This design comes from an exercise in tuning for small area, a short achievable clock period and few clock cycles on the open sky130 flow, not from production work.
RTL that was checked went through simulation tests only; none was proved equivalent to the original.
Function not checked in run 2: the RTL went through the layout flow alone.
Power figures rest on the tool's default switching activity, not on a simulated workload.

## flow/design.v (module list and top-level ports; edited modules follow where they fit)
// module mac_sat_21: 914 lines
// module csa_fa: 10 lines
// module csa_ha: 9 lines
// module rescale_sat: 492 lines
// module w21_col_mac_seq: 55 lines
module w21_col_mac_seq (
    input  logic                    clk,
    input  logic                    rst,
    input  logic                    start,
    output logic [ADDR_W-1:0]       adrs_clm,
    input  logic signed [D_W-1:0]   w_in,
    input  logic signed [D_W-1:0]   x_in,
    output logic                    busy,
    output logic                    done,
    output logic signed [D_W-1:0]   result
);
  // ...
==> flow/run.sh <==
#!/bin/bash
# synth_recipe.tcl (not shown) runs the flow's synth.tcl, then flattens the netlist and writes it again
# the make line also repeats each setting of config.mk as NAME=value (left out here)
make -C /OpenROAD-flow-scripts/flow DESIGN_CONFIG=/design/flow/config.mk WORK_HOME=/design/flow/orfs CLKGATE_MAP_FILE= SYNTH_SCRIPT=/design/flow/synth_recipe.tcl finish
==> flow/config.mk <==
export PLATFORM = sky130hd
export DESIGN_NAME = w21_col_mac_seq
export DESIGN_NICKNAME = w21_col_mac_seq
export VERILOG_FILES = /design/flow/design.v
export SDC_FILE = /design/flow/constraint.sdc
export NUM_CORES = 4
export LEC_CHECK = 0
export ABC_CLOCK_PERIOD_IN_PS = 3000
export CAP_MARGIN = 20
export CORE_MARGIN = 2
export CORE_UTILIZATION = 40
export SETUP_SLACK_MARGIN = 5
export SLEW_MARGIN = 20
export SYNTH_HIERARCHICAL = 1
==> flow/constraint.sdc <==
create_clock -name core_clock -period 9.0 [get_ports {clk}]
set_input_delay 1.8000 -clock core_clock [delete_from_list [all_inputs] [get_ports {clk}]]
set_output_delay 1.8000 -clock core_clock [all_outputs]
set_load 0.01 [all_outputs]
==> summary.md, run 1 <==
| Metric | Value |
|---|---|
| Clk cell area share | 0.0295 |
| Clk sinks | 179 |
| Final core utilization | 0.451 |
| Fin nets | 1909 |
| P_int | 4080 µW |
| Max-slew violations | 0 |
| Layout cells sized above 1 | 0.0803 |
| Worst reg2reg endpoint | u_mac.acc_b[22] |
| Seq. pwr | about 1500 µW |
| Gr busiest metal | met2 |
| Vias in the first global route | ~12000 |
| Crit path from | u_mac.w_q[16] |
| Critical path data required time | a little over 9 ns |
| Multi-input combinational area share | 0.659 |
| PortBufs | 76 |
| Initial DRC Count | a little over 800 |
| Switch Pwr | roughly 3300 µW |
| Register name with the most flops | u_mac.acc_a |
| Met1 GRT Util | 0.267 |
| Tcrit/Tclk final | 0.434 |
| CTS root buf | clkbuf_16 |
| Design Area, Final | roughly 0.019 mm² |
| Post-CTS Resized | 63 |
| Buffer share of cell area | 0.0669 |
| # diodes | 0 |
| Combinational share of power | 0.699 |
| Met1 WL | about 19000 µm |
| Non-Clock Inverter Count | 52 |
| Clock buf count | 20 |
| Placed Instances | between 2000 and 2500 |
| Fraction of area in registers | 0.198 |
| Most frequent cells in the layout | fa_1, xnor2_1, a22oi_1 |
| Post-Syn Nets | approximately 1900 |
| Critical path fanouts, max | 20 |
| Cells on Worst Hold Path | 0 |
| Clk power | between 700 and 800 µW |
| Placed cell areas | 0.0179 mm² |
| Status | no timing/DRC/antenna violations |
| Post-route insts no fill | 2083 |
| Clock network latency to the later pin of the worst-skew pair | about 0.45 ns |
| CP max stage delay | slightly below 0.5 ns |
| Buffer levels on the longest clock path | 2 |
| Most common cell after layout, fill and taps aside | fa_1 |
Testbench counts, summed over its fixed seeds: cycles 14,504.
==> module rescale_sat, before the edit <==
module rescale_sat (
    input  logic [ACC_W-1:0]      a,
    input  logic [41:0]          b,
    output logic signed [D_W-1:0] res
);
    logic g1;
    logic p2;
    logic t3;
    logic g4;
    logic p5;
    logic t6;
    logic g7;
    logic p8;
    logic t9;
    logic g10;
    logic p11;
    logic t12;
    logic g13;
    logic p14;
    logic t15;
    logic g16;
    logic p17;
    logic t18;
    logic g19;
    logic p20;
    logic t21;
    logic g22;
    logic p23;
    logic t24;
    logic g25;
    logic p26;
    logic t27;
    logic g28;
    logic p29;
    logic t30;
    logic g31;
    logic p32;
    logic t33;
    logic g34;
    logic p35;
    logic t36;
    logic g37;
    logic p38;
    logic t39;
    logic g40;
    logic p41;
    logic t42;
    logic g43;
    logic p44;
    logic t45;
    logic g46;
    logic p47;
    logic t48;
    logic g49;
    logic p50;
    logic t51;
    logic g52;
    logic p53;
    logic t54;
    logic g55;
    logic p56;
    logic t57;
    logic g58;
    logic p59;
    logic t60;
    logic g61;
    logic p62;
    logic t63;
    logic g64;
    logic p65;
    logic t66;
    logic g67;
    logic p68;
    logic t69;
    logic g70;
    logic p71;
    logic t72;
    logic g73;
    logic p74;
    logic t75;
    logic g76;
    logic p77;
    logic t78;
    logic g79;
    logic p80;
    logic t81;
    logic g82;
    logic p83;
    logic t84;
    logic g85;
    logic p86;
    logic t87;
    logic g88;
    logic p89;
    logic t90;
    logic g91;
    logic p92;
    logic t93;
    logic g94;
    logic p95;
    logic t96;
    logic g97;
    logic p98;
    logic t99;
    logic g100;
    logic p101;
    logic t102;
    logic g103;
    logic p104;
    logic t105;
    logic g106;
    logic p107;
    logic t108;
    logic g109;
    logic p110;
    logic t111;
    logic g112;
    logic p113;
    logic t114;
    logic g115;
    logic p116;
    logic t117;
    logic g118;
    logic p119;
    logic t120;
    logic g121;
    logic p122;
    logic t123;
    logic G124;
    logic P125;
    logic G126;
    logic P127;
    logic G128;
    logic P129;
    logic G130;
    logic P131;
    logic G132;
    logic P133;
    logic G134;
    logic P135;
    logic G136;
    logic P137;
    logic G138;
    logic P139;
    logic G140;
    logic P141;
    logic G142;
    logic P143;
    logic G144;
    logic P145;
    logic G146;
    logic P147;
    logic G148;
    logic P149;
    logic G150;
    logic P151;
    logic G152;
    logic G153;
    logic P154;
    logic G155;
    logic P156;
    logic G157;
    logic P158;
    logic G159;
    logic P160;
    logic G161;
    logic P162;
    logic G163;
    logic P164;
    logic G165;
    logic G166;
    logic P167;
    logic G168;
    logic P169;
    logic G170;
    logic G171;
    logic G172;
    logic G173;
    logic G174;
    logic G175;
    logic G176;
    logic G177;
    logic G178;
    logic G179;
    logic G180;
    logic G181;
    logic G182;
    logic G183;
    logic G184;
    logic G185;
    logic G186;
    logic G187;
    logic G188;
    logic G189;
    logic G190;
    logic G191;
    logic G192;
    logic G193;
    logic G194;
    logic G195;
    logic s196;
    logic s197;
    logic s198;
    logic s199;
    logic s200;
    logic s201;
    logic s202;
    logic s203;
    logic s204;
    logic s205;
    logic s206;
    logic s207;
    logic s208;
    logic s209;
    logic s210;
    logic s211;
    logic s212;
    logic s213;
    logic s214;
    logic s215;
    logic s216;
    logic G217;
    logic P218;
    logic G219;
    logic P220;
    logic G221;
    logic P222;
    logic G223;
    logic P224;
    logic G225;
    logic P226;
    logic G227;
    logic P228;
    logic G229;
    logic P230;
    logic G231;
    logic P232;
    logic G233;
    logic P234;
    logic G235;
    logic P236;
    logic G237;
    logic P238;
    logic cg239;
    logic sign240;
    logic zero241;
    logic ones242;
    assign g1 = a[1] & b[1];
    assign p2 = a[1] ^ b[1];
    assign t3 = a[1] | b[1];
    assign g4 = a[2] & b[2];
    assign p5 = a[2] ^ b[2];
    assign t6 = a[2] | b[2];
    assign g7 = a[3] & b[3];
    assign p8 = a[3] ^ b[3];
    assign t9 = a[3] | b[3];
    assign g10 = a[4] & b[4];
    assign p11 = a[4] ^ b[4];
    assign t12 = a[4] | b[4];
    assign g13 = a[5] & b[5];
    assign p14 = a[5] ^ b[5];
    assign t15 = a[5] | b[5];
    assign g16 = a[6] & b[6];
    assign p17 = a[6] ^ b[6];
    assign t18 = a[6] | b[6];
    assign g19 = a[7] & b[7];
    assign p20 = a[7] ^ b[7];
    assign t21 = a[7] | b[7];
    assign g22 = a[8] & b[8];
    assign p23 = a[8] ^ b[8];
    assign t24 = a[8] | b[8];
    assign g25 = a[9] & b[9];
    assign p26 = a[9] ^ b[9];
    assign t27 = a[9] | b[9];
    assign g28 = a[10] & b[10];
    assign p29 = a[10] ^ b[10];
    assign t30 = a[10] | b[10];
    assign g31 = a[11] & b[11];
    assign p32 = a[11] ^ b[11];
    assign t33 = a[11] | b[11];
    assign g34 = a[12] & b[12];
    assign p35 = a[12] ^ b[12];
    assign t36 = a[12] | b[12];
    assign g37 = a[13] & b[13];
    assign p38 = a[13] ^ b[13];
    assign t39 = a[13] | b[13];
    assign g40 = a[14] & b[14];
    assign p41 = a[14] ^ b[14];
    assign t42 = a[14] | b[14];
    assign g43 = a[15] & b[15];
    assign p44 = a[15] ^ b[15];
    assign t45 = a[15] | b[15];
    assign g46 = a[16] & b[16];
    assign p47 = a[16] ^ b[16];
    assign t48 = a[16] | b[16];
    assign g49 = a[17] & b[17];
    assign p50 = a[17] ^ b[17];
    assign t51 = a[17] | b[17];
    assign g52 = a[18] & b[18];
    assign p53 = a[18] ^ b[18];
    assign t54 = a[18] | b[18];
    assign g55 = a[19] & b[19];
    assign p56 = a[19] ^ b[19];
    assign t57 = a[19] | b[19];
    assign g58 = a[20] & b[20];
    assign p59 = a[20] ^ b[20];
    assign t60 = a[20] | b[20];
    assign g61 = a[21] & b[21];
    assign p62 = a[21] ^ b[21];
    assign t63 = a[21] | b[21];
    assign g64 = a[22] & b[22];
    assign p65 = a[22] ^ b[22];
    assign t66 = a[22] | b[22];
    assign g67 = a[23] & b[23];
    assign p68 = a[23] ^ b[23];
    assign t69 = a[23] | b[23];
    assign g70 = a[24] & b[24];
    assign p71 = a[24] ^ b[24];
    assign t72 = a[24] | b[24];
    assign g73 = a[25] & b[25];
    assign p74 = a[25] ^ b[25];
    assign t75 = a[25] | b[25];
    assign g76 = a[26] & b[26];
    assign p77 = a[26] ^ b[26];
    assign t78 = a[26] | b[26];
    assign g79 = a[27] & b[27];
    assign p80 = a[27] ^ b[27];
    assign t81 = a[27] | b[27];
    assign g82 = a[28] & b[28];
    assign p83 = a[28] ^ b[28];
    assign t84 = a[28] | b[28];
    assign g85 = a[29] & b[29];
    assign p86 = a[29] ^ b[29];
    assign t87 = a[29] | b[29];
    assign g88 = a[30] & b[30];
    assign p89 = a[30] ^ b[30];
    assign t90 = a[30] | b[30];
    assign g91 = a[31] & b[31];
    assign p92 = a[31] ^ b[31];
    assign t93 = a[31] | b[31];
    assign g94 = a[32] & b[32];
    assign p95 = a[32] ^ b[32];
    assign t96 = a[32] | b[32];
    assign g97 = a[33] & b[33];
    assign p98 = a[33] ^ b[33];
    assign t99 = a[33] | b[33];
    assign g100 = a[34] & b[34];
    assign p101 = a[34] ^ b[34];
    assign t102 = a[34] | b[34];
    assign g103 = a[35] & b[35];
    assign p104 = a[35] ^ b[35];
    assign t105 = a[35] | b[35];
    assign g106 = a[36] & b[36];
    assign p107 = a[36] ^ b[36];
    assign t108 = a[36] | b[36];
    assign g109 = a[37] & b[37];
    assign p110 = a[37] ^ b[37];
    assign t111 = a[37] | b[37];
    assign g112 = a[38] & b[38];
    assign p113 = a[38] ^ b[38];
    assign t114 = a[38] | b[38];
    assign g115 = a[39] & b[39];
    assign p116 = a[39] ^ b[39];
    assign t117 = a[39] | b[39];
    assign g118 = a[40] & b[40];
    assign p119 = a[40] ^ b[40];
    assign t120 = a[40] | b[40];
    assign g121 = a[41] & b[41];
    assign p122 = a[41] ^ b[41];
    assign t123 = a[41] | b[41];
    assign G124 = g7 | (p8 & g4);
    assign P125 = p8 & p5;
    assign G126 = g13 | (p14 & g10);
    assign P127 = p14 & p11;
    assign G128 = g19 | (p20 & g16);
    assign P129 = p20 & p17;
    assign G130 = g25 | (p26 & g22);
    assign P131 = p26 & p23;
    assign G132 = g31 | (p32 & g28);
    assign P133 = p32 & p29;
    assign G134 = g37 | (p38 & g34);
    assign P135 = p38 & p35;
    assign G136 = g43 | (p44 & g40);
    assign P137 = p44 & p41;
    assign G138 = g49 | (p50 & g46);
    assign P139 = p50 & p47;
    assign G140 = g55 | (p56 & g52);
    assign P141 = p56 & p53;
    assign G142 = g61 | (p62 & g58);
    assign P143 = p62 & p59;
    assign G144 = g67 | (p68 & g64);
    assign P145 = p68 & p65;
    assign G146 = g73 | (p74 & g70);
    assign P147 = p74 & p71;
    assign G148 = g79 | (p80 & g76);
    assign P149 = p80 & p77;
    assign G150 = g85 | (p86 & g82);
    assign P151 = p86 & p83;
    assign G152 = G124 | (P125 & g1);
    assign G153 = G128 | (P129 & G126);
    assign P154 = P129 & P127;
    assign G155 = G132 | (P133 & G130);
    assign P156 = P133 & P131;
    assign G157 = G136 | (P137 & G134);
    assign P158 = P137 & P135;
    assign G159 = G140 | (P141 & G138);
    assign P160 = P141 & P139;
    assign G161 = G144 | (P145 & G142);
    assign P162 = P145 & P143;
    assign G163 = G148 | (P149 & G146);
    assign P164 = P149 & P147;
    assign G165 = G153 | (P154 & G152);
    assign G166 = G157 | (P158 & G155);
    assign P167 = P158 & P156;
    assign G168 = G161 | (P162 & G159);
    assign P169 = P162 & P160;
    assign G170 = G166 | (P167 & G165);
    assign G171 = G168 | (P169 & G170);
    assign G172 = G155 | (P156 & G165);
    assign G173 = G159 | (P160 & G170);
    assign G174 = G163 | (P164 & G171);
    assign G175 = G126 | (P127 & G152);
    assign G176 = G130 | (P131 & G165);
    assign G177 = G134 | (P135 & G172);
    assign G178 = G138 | (P139 & G170);
    assign G179 = G142 | (P143 & G173);
    assign G180 = G146 | (P147 & G171);
    assign G181 = G150 | (P151 & G174);
    assign G182 = g4 | (p5 & g1);
    assign G183 = g10 | (p11 & G152);
    assign G184 = g16 | (p17 & G175);
    assign G185 = g22 | (p23 & G165);
    assign G186 = g28 | (p29 & G176);
    assign G187 = g34 | (p35 & G172);
    assign G188 = g40 | (p41 & G177);
    assign G189 = g46 | (p47 & G170);
    assign G190 = g52 | (p53 & G178);
    assign G191 = g58 | (p59 & G173);
    assign G192 = g64 | (p65 & G179);
    assign G193 = g70 | (p71 & G171);
    assign G194 = g76 | (p77 & G180);
    assign G195 = g82 | (p83 & G174);
    assign s196 = p29 ^ G176;
    assign s197 = p32 ^ G186;
    assign s198 = p35 ^ G172;
    assign s199 = p38 ^ G187;
    assign s200 = p41 ^ G177;
    assign s201 = p44 ^ G188;
    assign s202 = p47 ^ G170;
    assign s203 = p50 ^ G189;
    assign s204 = p53 ^ G178;
    assign s205 = p56 ^ G190;
    assign s206 = p59 ^ G173;
    assign s207 = p62 ^ G191;
    assign s208 = p65 ^ G179;
    assign s209 = p68 ^ G192;
    assign s210 = p71 ^ G171;
    assign s211 = p74 ^ G193;
    assign s212 = p77 ^ G180;
    assign s213 = p80 ^ G194;
    assign s214 = p83 ^ G174;
    assign s215 = p86 ^ G195;
    assign s216 = p89 ^ G181;
    assign G217 = g91 | (p92 & g88);
    assign P218 = p92 & p89;
    assign G219 = g97 | (p98 & g94);
    assign P220 = p98 & p95;
    assign G221 = g103 | (p104 & g100);
    assign P222 = p104 & p101;
    assign G223 = g109 | (p110 & g106);
    assign P224 = p110 & p107;
    assign G225 = g115 | (p116 & g112);
    assign P226 = p116 & p113;
    assign G227 = g121 | (p122 & g118);
    assign P228 = p122 & p119;
    assign G229 = G219 | (P220 & G217);
    assign P230 = P220 & P218;
    assign G231 = G223 | (P224 & G221);
    assign P232 = P224 & P222;
    assign G233 = G227 | (P228 & G225);
    assign P234 = P228 & P226;
    assign G235 = G231 | (P232 & G229);
    assign P236 = P232 & P230;
    assign G237 = G233 | (P234 & G235);
    assign P238 = P234 & P236;
    assign cg239 = G237 | (P238 & G181);
    assign sign240 = a[49] ^ (cg239 & a[42] & a[43] & a[44] & a[45] & a[46] & a[47] & a[48]);
    assign zero241 = ~(p89 ^ G181) & ~(p92 ^ t90) & ~(p95 ^ t93) & ~(p98 ^ t96) & ~(p101 ^ t99) & ~(p104 ^ t102) & ~(p107 ^ t105) & ~(p110 ^ t108) & ~(p113 ^ t111) & ~(p116 ^ t114) & ~(p119 ^ t117) & ~(p122 ^ t120) & ~(a[42] ^ t123) & ~(a[43] ^ a[42]) & ~(a[44] ^ a[43]) & ~(a[45] ^ a[44]) & ~(a[46] ^ a[45]) & ~(a[47] ^ a[46]) & ~(a[48] ^ a[47]) & ~(a[49] ^ a[48]);
    assign ones242 = (p89 ^ G181) & (p92 ^ g88) & (p95 ^ g91) & (p98 ^ g94) & (p101 ^ g97) & (p104 ^ g100) & (p107 ^ g103) & (p110 ^ g106) & (p113 ^ g109) & (p116 ^ g112) & (p119 ^ g115) & (p122 ^ g118) & (a[42] ^ g121) & (a[43] ^ 1'b0) & (a[44] ^ 1'b0) & (a[45] ^ 1'b0) & (a[46] ^ 1'b0) & (a[47] ^ 1'b0) & (a[48] ^ 1'b0) & (a[49] ^ 1'b0);
    assign res = (zero241 | ones242) ? {s216, s215, s214, s213, s212, s211, s210, s209, s208, s207, s206, s205, s204, s203, s202, s201, s200, s199, s198, s197, s196} :
                 sign240 ? SAT_MIN : SAT_MAX;
endmodule
==> module w21_col_mac_seq, before the edit <==
module w21_col_mac_seq (
    input  logic                    clk,
    input  logic                    rst,
    input  logic                    start,
    output logic [ADDR_W-1:0]       adrs_clm,
    input  logic signed [D_W-1:0]   w_in,
    input  logic signed [D_W-1:0]   x_in,
    output logic                    busy,
    output logic                    done,
    output logic signed [D_W-1:0]   result
);
    localparam logic [ADDR_W-1:0] LAST_ADDR = ADDR_W'(N_IN - 1);
    logic [ADDR_W-1:0] addr;
    logic              run;       
    logic              first;     
    logic              last;      
    logic              fin;       
    logic              accept;
    assign accept   = start && !busy;
    assign busy     = run || last || fin;
    assign adrs_clm = addr;
    always_ff @(posedge clk or posedge rst) begin
        if (rst) begin
            addr  <= '0;
            run   <= 1'b0;
            first <= 1'b0;
            last  <= 1'b0;
            fin   <= 1'b0;
            done  <= 1'b0;
        end else begin
            first <= accept;
            last  <= run && (addr == LAST_ADDR);
            fin   <= last;
            done  <= fin;
            if (accept) begin
                run  <= 1'b1;
                addr <= ADDR_W'(1);
            end else if (run) begin
                if (addr == LAST_ADDR) begin
                    run  <= 1'b0;
                    addr <= '0;
                end else begin
                    addr <= addr + 1'b1;
                end
            end
        end
    end
    mac_sat_21 u_mac (
        .clk    (clk),
        .first  (first),
        .w_in   (w_in),
        .x_in   (x_in),
        .result (result)
    );
endmodule
==> run 2, diff against run 1 <==
--- a/flow/design.v
+++ b/flow/design.v
@@ -7,16 +7,17 @@
     localparam int NDIG   = (D_W + 1) / 2;    
     localparam logic signed [D_W-1:0] SAT_MAX = {1'b0, {(D_W-1){1'b1}}};
     localparam logic signed [D_W-1:0] SAT_MIN = {1'b1, {(D_W-1){1'b0}}};
 endpackage
 import w21_col_mac_seq_pkg::*;
 module mac_sat_21 (
     input  logic                  clk,
     input  logic                  first,      
+    input  logic                  fin,        
     input  logic signed [D_W-1:0] w_in,
     input  logic signed [D_W-1:0] x_in,
     output logic signed [D_W-1:0] result      
 );
     localparam int TREE_W = 42;
     localparam logic [ACC_W-TREE_W-1:0] K_UP = 8'd56;
     logic signed [D_W-1:0] w_q;
     logic [NDIG-1:0] one_q, two_q, neg_q;
@@ -767,17 +768,17 @@
     csa_fa u_s401 (.a((acc_a[29] & ~first)), .b((acc_b[29] & ~first)), .c(~(((one_q[4] & w_q[20]) | (two_q[4] & w_q[20])) ^ neg_q[4])), .s(s401), .co(c402));
     csa_fa u_s403 (.a((((one_q[5] & w_q[19]) | (two_q[5] & w_q[18])) ^ neg_q[5])), .b((((one_q[6] & w_q[17]) | (two_q[6] & w_q[16])) ^ neg_q[6])), .c((((one_q[7] & w_q[15]) | (two_q[7] & w_q[14])) ^ neg_q[7])), .s(s403), .co(c404));
     csa_fa u_s405 (.a((((one_q[8] & w_q[13]) | (two_q[8] & w_q[12])) ^ neg_q[8])), .b((((one_q[9] & w_q[11]) | (two_q[9] & w_q[10])) ^ neg_q[9])), .c((((one_q[10] & w_q[9]) | (two_q[10] & w_q[8])) ^ neg_q[10])), .s(s405), .co(c406));
     csa_fa u_s407 (.a(c386), .b(c388), .c(c390), .s(s407), .co(c408));
     csa_fa u_s409 (.a(s401), .b(s403), .c(s405), .s(s409), .co(c410));
     csa_fa u_s411 (.a(c392), .b(s407), .c(c394), .s(s411), .co(c412));
     csa_fa u_s413 (.a(s409), .b(c396), .c(s411), .s(s413), .co(c414));
     csa_ha u_s415 (.a(c398), .b(s413), .s(s415), .co(c416));
-    csa_fa u_s417 (.a((acc_a[30] & ~first)), .b((acc_b[30] & ~first)), .c((((one_q[5] & w_q[20]) | (two_q[5] & w_q[19])) ^ neg_q[5])), .s(s417), .co(c418));
+    csa_fa u_s417 (.a((acc_a[30] | first)), .b((acc_b[30] & ~first)), .c((((one_q[5] & w_q[20]) | (two_q[5] & w_q[19])) ^ neg_q[5])), .s(s417), .co(c418));
     csa_fa u_s419 (.a((((one_q[6] & w_q[18]) | (two_q[6] & w_q[17])) ^ neg_q[6])), .b((((one_q[7] & w_q[16]) | (two_q[7] & w_q[15])) ^ neg_q[7])), .c((((one_q[8] & w_q[14]) | (two_q[8] & w_q[13])) ^ neg_q[8])), .s(s419), .co(c420));
     csa_fa u_s421 (.a((((one_q[9] & w_q[12]) | (two_q[9] & w_q[11])) ^ neg_q[9])), .b((((one_q[10] & w_q[10]) | (two_q[10] & w_q[9])) ^ neg_q[10])), .c(c402), .s(s421), .co(c422));
     csa_fa u_s423 (.a(c404), .b(c406), .c(s417), .s(s423), .co(c424));
     csa_fa u_s425 (.a(s419), .b(c408), .c(s421), .s(s425), .co(c426));
     csa_fa u_s427 (.a(c410), .b(s423), .c(c412), .s(s427), .co(c428));
     csa_fa u_s429 (.a(s425), .b(c414), .c(s427), .s(s429), .co(c430));
     csa_fa u_s431 (.a((acc_a[31] & ~first)), .b((acc_b[31] & ~first)), .c(~(((one_q[5] & w_q[20]) | (two_q[5] & w_q[20])) ^ neg_q[5])), .s(s431), .co(c432));
     csa_fa u_s433 (.a((((one_q[6] & w_q[19]) | (two_q[6] & w_q[18])) ^ neg_q[6])), .b((((one_q[7] & w_q[17]) | (two_q[7] & w_q[16])) ^ neg_q[7])), .c((((one_q[8] & w_q[15]) | (two_q[8] & w_q[14])) ^ neg_q[8])), .s(s433), .co(c434));
@@ -908,24 +909,24 @@
     assign nxt_b[39] = c510;
     assign nxt_a[40] = c516;
     assign nxt_b[40] = s519;
     assign nxt_a[41] = s523;
     assign nxt_b[41] = c520;
     assign up_in = first ? K_UP : acc_a[ACC_W-1:TREE_W];
     assign nxt_a[ACC_W-1:TREE_W] = up_in + 8'(c522) + 8'(c524);
     rescale_sat u_rs (.a(acc_a), .b(acc_b), .res(res_d));
+    assign result = w_q;
     always_ff @(posedge clk) begin
-        w_q   <= w_in;
+        w_q   <= fin ? res_d : w_in;
         one_q <= one_d;
         two_q <= two_d;
         neg_q <= neg_d;
         acc_a <= nxt_a;
         acc_b <= nxt_b;
-        result <= res_d;
     end
 endmodule
 module csa_fa (
     input  logic a,
     input  logic b,
     input  logic c,
     output logic s,
     output logic co
@@ -1137,17 +1138,17 @@
     logic G188;
     logic G189;
     logic G190;
     logic G191;
     logic G192;
     logic G193;
     logic G194;
     logic G195;
-    logic s196;
+    logic G196;
     logic s197;
     logic s198;
     logic s199;
     logic s200;
     logic s201;
     logic s202;
     logic s203;
     logic s204;
@@ -1158,42 +1159,40 @@
     logic s209;
     logic s210;
     logic s211;
     logic s212;
     logic s213;
     logic s214;
     logic s215;
     logic s216;
-    logic G217;
-    logic P218;
-    logic G219;
-    logic P220;
-    logic G221;
-    logic P222;
-    logic G223;
-    logic P224;
-    logic G225;
-    logic P226;
-    logic G227;
-    logic P228;
-    logic G229;
-    logic P230;
-    logic G231;
-    logic P232;
-    logic G233;
-    logic P234;
-    logic G235;
-    logic P236;
-    logic G237;
-    logic P238;
-    logic cg239;
-    logic sign240;
-    logic zero241;
-    logic ones242;
+    logic s217;
+    logic G218;
+    logic P219;
+    logic G220;
+    logic P221;
+    logic G222;
+    logic P223;
+    logic G224;
+    logic P225;
+    logic G226;
+    logic P227;
+    logic G228;
+    logic P229;
+    logic G230;
+    logic P231;
+    logic G232;
+    logic P233;
+    logic G234;
+    logic P235;
+    logic G236;
+    logic P237;
+    logic cg238;
+    logic sign239;
+    logic zero240;
     assign g1 = a[1] & b[1];
     assign p2 = a[1] ^ b[1];
     assign t3 = a[1] | b[1];
     assign g4 = a[2] & b[2];
     assign p5 = a[2] ^ b[2];
     assign t6 = a[2] | b[2];
     assign g7 = a[3] & b[3];
     assign p8 = a[3] ^ b[3];
@@ -1379,65 +1378,63 @@
     assign G188 = g40 | (p41 & G177);
     assign G189 = g46 | (p47 & G170);
     assign G190 = g52 | (p53 & G178);
     assign G191 = g58 | (p59 & G173);
     assign G192 = g64 | (p65 & G179);
     assign G193 = g70 | (p71 & G171);
     assign G194 = g76 | (p77 & G180);
     assign G195 = g82 | (p83 & G174);
-    assign s196 = p29 ^ G176;
-    assign s197 = p32 ^ G186;
-    assign s198 = p35 ^ G172;
-    assign s199 = p38 ^ G187;
-    assign s200 = p41 ^ G177;
-    assign s201 = p44 ^ G188;
-    assign s202 = p47 ^ G170;
-    assign s203 = p50 ^ G189;
-    assign s204 = p53 ^ G178;
-    assign s205 = p56 ^ G190;
-    assign s206 = p59 ^ G173;
-    assign s207 = p62 ^ G191;
-    assign s208 = p65 ^ G179;
-    assign s209 = p68 ^ G192;
-    assign s210 = p71 ^ G171;
-    assign s211 = p74 ^ G193;
-    assign s212 = p77 ^ G180;
-    assign s213 = p80 ^ G194;
-    assign s214 = p83 ^ G174;
-    assign s215 = p86 ^ G195;
-    assign s216 = p89 ^ G181;
-    assign G217 = g91 | (p92 & g88);
-    assign P218 = p92 & p89;
-    assign G219 = g97 | (p98 & g94);
-    assign P220 = p98 & p95;
-    assign G221 = g103 | (p104 & g100);
-    assign P222 = p104 & p101;
-    assign G223 = g109 | (p110 & g106);
-    assign P224 = p110 & p107;
-    assign G225 = g115 | (p116 & g112);
-    assign P226 = p116 & p113;
-    assign G227 = g121 | (p122 & g118);
-    assign P228 = p122 & p119;
-    assign G229 = G219 | (P220 & G217);
-    assign P230 = P220 & P218;
-    assign G231 = G223 | (P224 & G221);
-    assign P232 = P224 & P222;
-    assign G233 = G227 | (P228 & G225);
-    assign P234 = P228 & P226;
-    assign G235 = G231 | (P232 & G229);
-    assign P236 = P232 & P230;
-    assign G237 = G233 | (P234 & G235);
-    assign P238 = P234 & P236;
-    assign cg239 = G237 | (P238 & G181);
-    assign sign240 = a[49] ^ (cg239 & a[42] & a[43] & a[44] & a[45] & a[46] & a[47] & a[48]);
-    assign zero241 = ~(p89 ^ G181) & ~(p92 ^ t90) & ~(p95 ^ t93) & ~(p98 ^ t96) & ~(p101 ^ t99) & ~(p104 ^ t102) & ~(p107 ^ t105) & ~(p110 ^ t108) & ~(p113 ^ t111) & ~(p116 ^ t114) & ~(p119 ^ t117) & ~(p122 ^ t120) & ~(a[42] ^ t123) & ~(a[43] ^ a[42]) & ~(a[44] ^ a[43]) & ~(a[45] ^ a[44]) & ~(a[46] ^ a[45]) & ~(a[47] ^ a[46]) & ~(a[48] ^ a[47]) & ~(a[49] ^ a[48]);
-    assign ones242 = (p89 ^ G181) & (p92 ^ g88) & (p95 ^ g91) & (p98 ^ g94) & (p101 ^ g97) & (p104 ^ g100) & (p107 ^ g103) & (p110 ^ g106) & (p113 ^ g109) & (p116 ^ g112) & (p119 ^ g115) & (p122 ^ g118) & (a[42] ^ g121) & (a[43] ^ 1'b0) & (a[44] ^ 1'b0) & (a[45] ^ 1'b0) & (a[46] ^ 1'b0) & (a[47] ^ 1'b0) & (a[48] ^ 1'b0) & (a[49] ^ 1'b0);
-    assign res = (zero241 | ones242) ? {s216, s215, s214, s213, s212, s211, s210, s209, s208, s207, s206, s205, s204, s203, s202, s201, s200, s199, s198, s197, s196} :
-                 sign240 ? SAT_MIN : SAT_MAX;
+    assign G196 = g88 | (p89 & G181);
+    assign s197 = p29 ^ G176;
+    assign s198 = p32 ^ G186;
+    assign s199 = p35 ^ G172;
+    assign s200 = p38 ^ G187;
+    assign s201 = p41 ^ G177;
+    assign s202 = p44 ^ G188;
+    assign s203 = p47 ^ G170;
+    assign s204 = p50 ^ G189;
+    assign s205 = p53 ^ G178;
+    assign s206 = p56 ^ G190;
+    assign s207 = p59 ^ G173;
+    assign s208 = p62 ^ G191;
+    assign s209 = p65 ^ G179;
+    assign s210 = p68 ^ G192;
+    assign s211 = p71 ^ G171;
+    assign s212 = p74 ^ G193;
+    assign s213 = p77 ^ G180;
+    assign s214 = p80 ^ G194;
+    assign s215 = p83 ^ G174;
+    assign s216 = p86 ^ G195;
+    assign s217 = ~(p89 ^ G181);
+    assign G218 = g94 | (p95 & g91);
+    assign P219 = p95 & p92;
+    assign G220 = g100 | (p101 & g97);
+    assign P221 = p101 & p98;
+    assign G222 = g106 | (p107 & g103);
+    assign P223 = p107 & p104;
+    assign G224 = g112 | (p113 & g109);
+    assign P225 = p113 & p110;
+    assign G226 = g118 | (p119 & g115);
+    assign P227 = p119 & p116;
+    assign G228 = G220 | (P221 & G218);
+    assign P229 = P221 & P219;
+    assign G230 = G224 | (P225 & G222);
+    assign P231 = P225 & P223;
+    assign G232 = g121 | (p122 & G226);
+    assign P233 = p122 & P227;
+    assign G234 = G230 | (P231 & G228);
+    assign P235 = P231 & P229;
+    assign G236 = G232 | (P233 & G234);
+    assign P237 = P233 & P235;
+    assign cg238 = G236 | (P237 & G196);
+    assign sign239 = a[49] ^ (cg238 & a[42] & a[43] & a[44] & a[45] & a[46] & a[47] & a[48]);
+    assign zero240 = ~(p92 ^ G196) & ~(p95 ^ t93) & ~(p98 ^ t96) & ~(p101 ^ t99) & ~(p104 ^ t102) & ~(p107 ^ t105) & ~(p110 ^ t108) & ~(p113 ^ t111) & ~(p116 ^ t114) & ~(p119 ^ t117) & ~(p122 ^ t120) & ~(a[42] ^ t123) & ~(a[43] ^ a[42]) & ~(a[44] ^ a[43]) & ~(a[45] ^ a[44]) & ~(a[46] ^ a[45]) & ~(a[47] ^ a[46]) & ~(a[48] ^ a[47]) & ~(a[49] ^ a[48]);
+    assign res = zero240 ? {s217, s216, s215, s214, s213, s212, s211, s210, s209, s208, s207, s206, s205, s204, s203, s202, s201, s200, s199, s198, s197} :
+                 sign239 ? SAT_MIN : SAT_MAX;
 endmodule
 import w21_col_mac_seq_pkg::*;
 module w21_col_mac_seq (
     input  logic                    clk,
     input  logic                    rst,
     input  logic                    start,
     output logic [ADDR_W-1:0]       adrs_clm,
     input  logic signed [D_W-1:0]   w_in,
@@ -1480,13 +1477,14 @@
                     addr <= addr + 1'b1;
                 end
             end
         end
     end
     mac_sat_21 u_mac (
         .clk    (clk),
         .first  (first),
+        .fin    (fin),
         .w_in   (w_in),
         .x_in   (x_in),
         .result (result)
     );
 endmodule
==> run 2 against run 1 <==
  * Wire length grew 16%
  * Die area is 3.2% lower
  * Via count rose by 5.1%
  * Non-clock buffer count increased by 20
  * Total power increased by 2.3%
  * First-iteration DRC count increased by 43%
  * Final area about the same
  * Synthesized cell count fell by 1.5%
  * Cell count fell by 0.82%
  * Still clean on timing, DRC and antenna
  * Fmax fell by 8.1%
==> summary.md, run 2 <==
| Metric | Value |
|---|---|
| Status | no timing/DRC/antenna violations |
| Slew margin rel. | 0.586 |
| CP delay by family, top | compound AO/OA/AOI/OAI gates |
| Largest net degree at the start of global routing | 62 |
| First-pass GRT wire length | 77200 µm |
| Post-route insts no fill | 2066 (-0.82%) |
| Worst hold path type | flop to flop |
| Initial DRC Count | 1157 (+43%) |
| Worst-Margin Slew | a little over 0.6 ns |
| Grt ovf | 0 |
| Leak Pwr | between 0.007 and 0.008 µW |
| Wirelength, routed | around 50000 µm |
| CP Cell Sequence | ha_4 -> nand4_1 -> a211oi_2 -> o21bai_4 -> a2111oi_4 -> o21a_1 -> nor4_2 -> o21a_1 -> fa_2 -> nor2b_2 -> o21ai_1 -> or4_4 -> or3_4 -> nand3_4 -> o21ai_2 -> mux2_4 |
| Clock network latency to the later pin of the worst-skew pair | 0.47 ns (+0.02 ns) |
| PortBufs | 76 (unchanged) |
| Mapped Cells | approximately 1500 |
| Core outline area | 0.0399 mm² |
| CP arrival | ~4.6 ns |
| Regs by FF count | u_mac.acc_a x50, u_mac.acc_b x41, u_mac.w_q x21 |
| Final Hold Viols | 0 |
| Initial core utilization | 0.406 |
| GRT Total Usage | 0.247 |
| Most common cell after layout, fill and taps aside | fa_1 |
| PD cells | about 400 mW/mm² |
| Full die area | 0.0422 mm² |
| Largest register FFs | 50 |
| Dpl hpwl | about 34000 µm |
| WS Path Type | flop to flop |
| Bufs and invs on worst path | 0 |
| Synth Warn # | 8 |
| Vias/cell | 5.75 |
| Register name with the most flops | u_mac.acc_a |
| TritonCTS buffer count | 17 |
| Vias in the first global route | 13000 (+7.2%) |
| TritonCTS clock tree | yes |
| Fmax achieved | between 0.2 and 0.25 GHz |
| Worst Skew | roughly 0.017 ns |
| Maximum vdd drop | roughly 0.19 mV |
| Pre-antenna DRT Iters | 6 |
| Worst Setup End Kind | flop |
| # diodes | 0 (unchanged) |
| Crit path top cell by count | o21a_1 |
| IO Pins | between 70 and 80 |
| CP max stage cell | a2111oi_4 |
| RSZ-0062 raised after global routing | true |
| Post-Syn Nets | 1873 (-1.6%) |
| Most frequent cells in the layout | fa_1, xnor2_1, a22oi_1 |
| Vias | 11900 |
| Critical path startpoint category | flop |
| Gpl congestion | 0.829 |
| Antenna violations before repair | 0 |
| Die width | between 200 and 250 µm |
| Mean post-synth cell area | 10.8 µm² |
| CTS root buf | clkbuf_16 |
| Fin nets | 1899 (-0.52%) |
| Setup tns final | 0 ns |
| Clk sinks | 158 (-12%) |
| Residual DRC | 0 |
| Critical path fanouts, max | 8 (-60%) |
| Final setup viols | 0 |
| Period minus WS final | roughly 4.2 ns |
| Die height | between 200 and 250 µm |
| Reg2Reg Setup Slack | 4.75 ns |
| Cell Area, Synth | ~0.016 mm² |
| DR WL/cell | 24.5 µm |
| Placed Instances | 2020 (-1.1%) |
| Critical path data required time | 9.35 ns (+0.02 ns) |
| Layout area overhead | 15.9% |
| Post-route ant nets | 0 |
| # Max-Cap Violations | 0 |
| Reg clk slew, reported paths | around 0.07 ns |
| Hold_buf cts | 0 |
| Tcrit/Tclk final | 0.472 (+0.0382) |
| Layout cells sized above 1 | 0.119 (+0.0384) |
| Max-slew violations | 0 (unchanged) |
| Buffer levels on the longest clock path | 2 (unchanged) |
| CP max stage delay | 0.45 ns (-0.04 ns) |
| CTS H-tree depth | 4 |
| Rows | 73 |
-- run 2: final cells by class --
class / count / area (µm²)
inverter: 45 / 169
clock inverter: 13 / 193
clock buffer: 19 / 454
sequential: 158 / 3270
tap: 525 / 657
multi-input combinational: 1166 / 12500
fill: 3686 / 21100
timing repair buffer: 140 / 1510
-- run 2: final timing paths --
| check | startpoint | endpoint | depth (start not counted) |
|---|---|---|---|
| worst min-delay path | last | fin | 0 |
| worst min register to register | last | fin | 0 |
| worst max register to register | u_mac.acc_a[8] | u_mac.w_q[5] | 16 |
| max in group asynchronous | rst | first | 2 |
| min in group asynchronous | rst | fin | 2 |
| worst max-delay path | u_mac.acc_a[8] | u_mac.w_q[5] | 16 |
-- run 2: timing repair --
item / CTS / global route
setup endpoints to repair: 48 / 29
cloned: 1 / 2
buffers inserted: 8 / 3
pin swaps: 25 / 7
gates resized for setup: 104 / 38
-- run 2: layer usage --
layer  up-vias  GRT usage  share of wire
li1       5104          -              -
met3       137     0.0470          0.066
met2       559      0.404           0.49
met4         0      0.124          0.049
met1      6087      0.312           0.40
met5         -          0              0
-- run 2: report_power, final --
part           switching (µW)  internal [µW]  leakage (µW)  total (µW)
registers                 228           1100       0.00139        1330
logic                    2870           2540       0.00546        5410
clock network             345            466      0.000317         810
total                    3440           4110       0.00717        7550
-- run 2: through the flow --
stage | setup slack, ns | hold WS [ns] | area (µm²) | power (µW) | util
6_report | 4.75 | 0.453 | 18800 | 7550 | 0.471
5_1_grt | 4.60 | 0.471 | 18800 | 8390 | 0.471
4_1_cts | 4.66 | 0.455 | 18600 | 7600 | 0.465
3_5_place_dp | 4.07 | 0.437 | 17500 | 6580 | 0.437
3_3_place_gp | 4.14 | 0.431 | 17500 | 6480 | 0.437
2_1_floorplan | 5.01 | 0.422 | 16200 | 4980 | -

==> afterwards: timing with drivers on the ports <==
Ports are ideal in the flow. The routed layouts listed here were re-timed in OpenROAD. Step 1 sets driving cells, clkbuf_16 on the clock port and buf_2 on the other inputs (assumed; they add their load-dependent delay and slew). Step 2 adds t to the input delays and takes it off the output delays; t is the mean of the earliest and latest rising clock arrival at the registers after step 1. Input paths then give back, and output paths get back, about the clock's delay inside the block. Three values: ideal ports, drivers, drivers and shift; two values: the first two.
| run | t (ns) | setup slack, ns | worst hold slack (ns) | worst setup path at the end | slew at the worst register clock pin (ns) |
|---|---|---|---|---|---|
| run 1 | 0.502 | 5.096 / 5.096 / 5.096 | 0.451 / 0.451 / 0.451 | register to register | 0.07 / 0.07 |
| run 2 | 0.514 | 4.752 / 4.752 / 4.752 | 0.453 / 0.453 / 0.453 | register to register | 0.08 / 0.08 |
After both steps setup and hold are still met in every run listed.
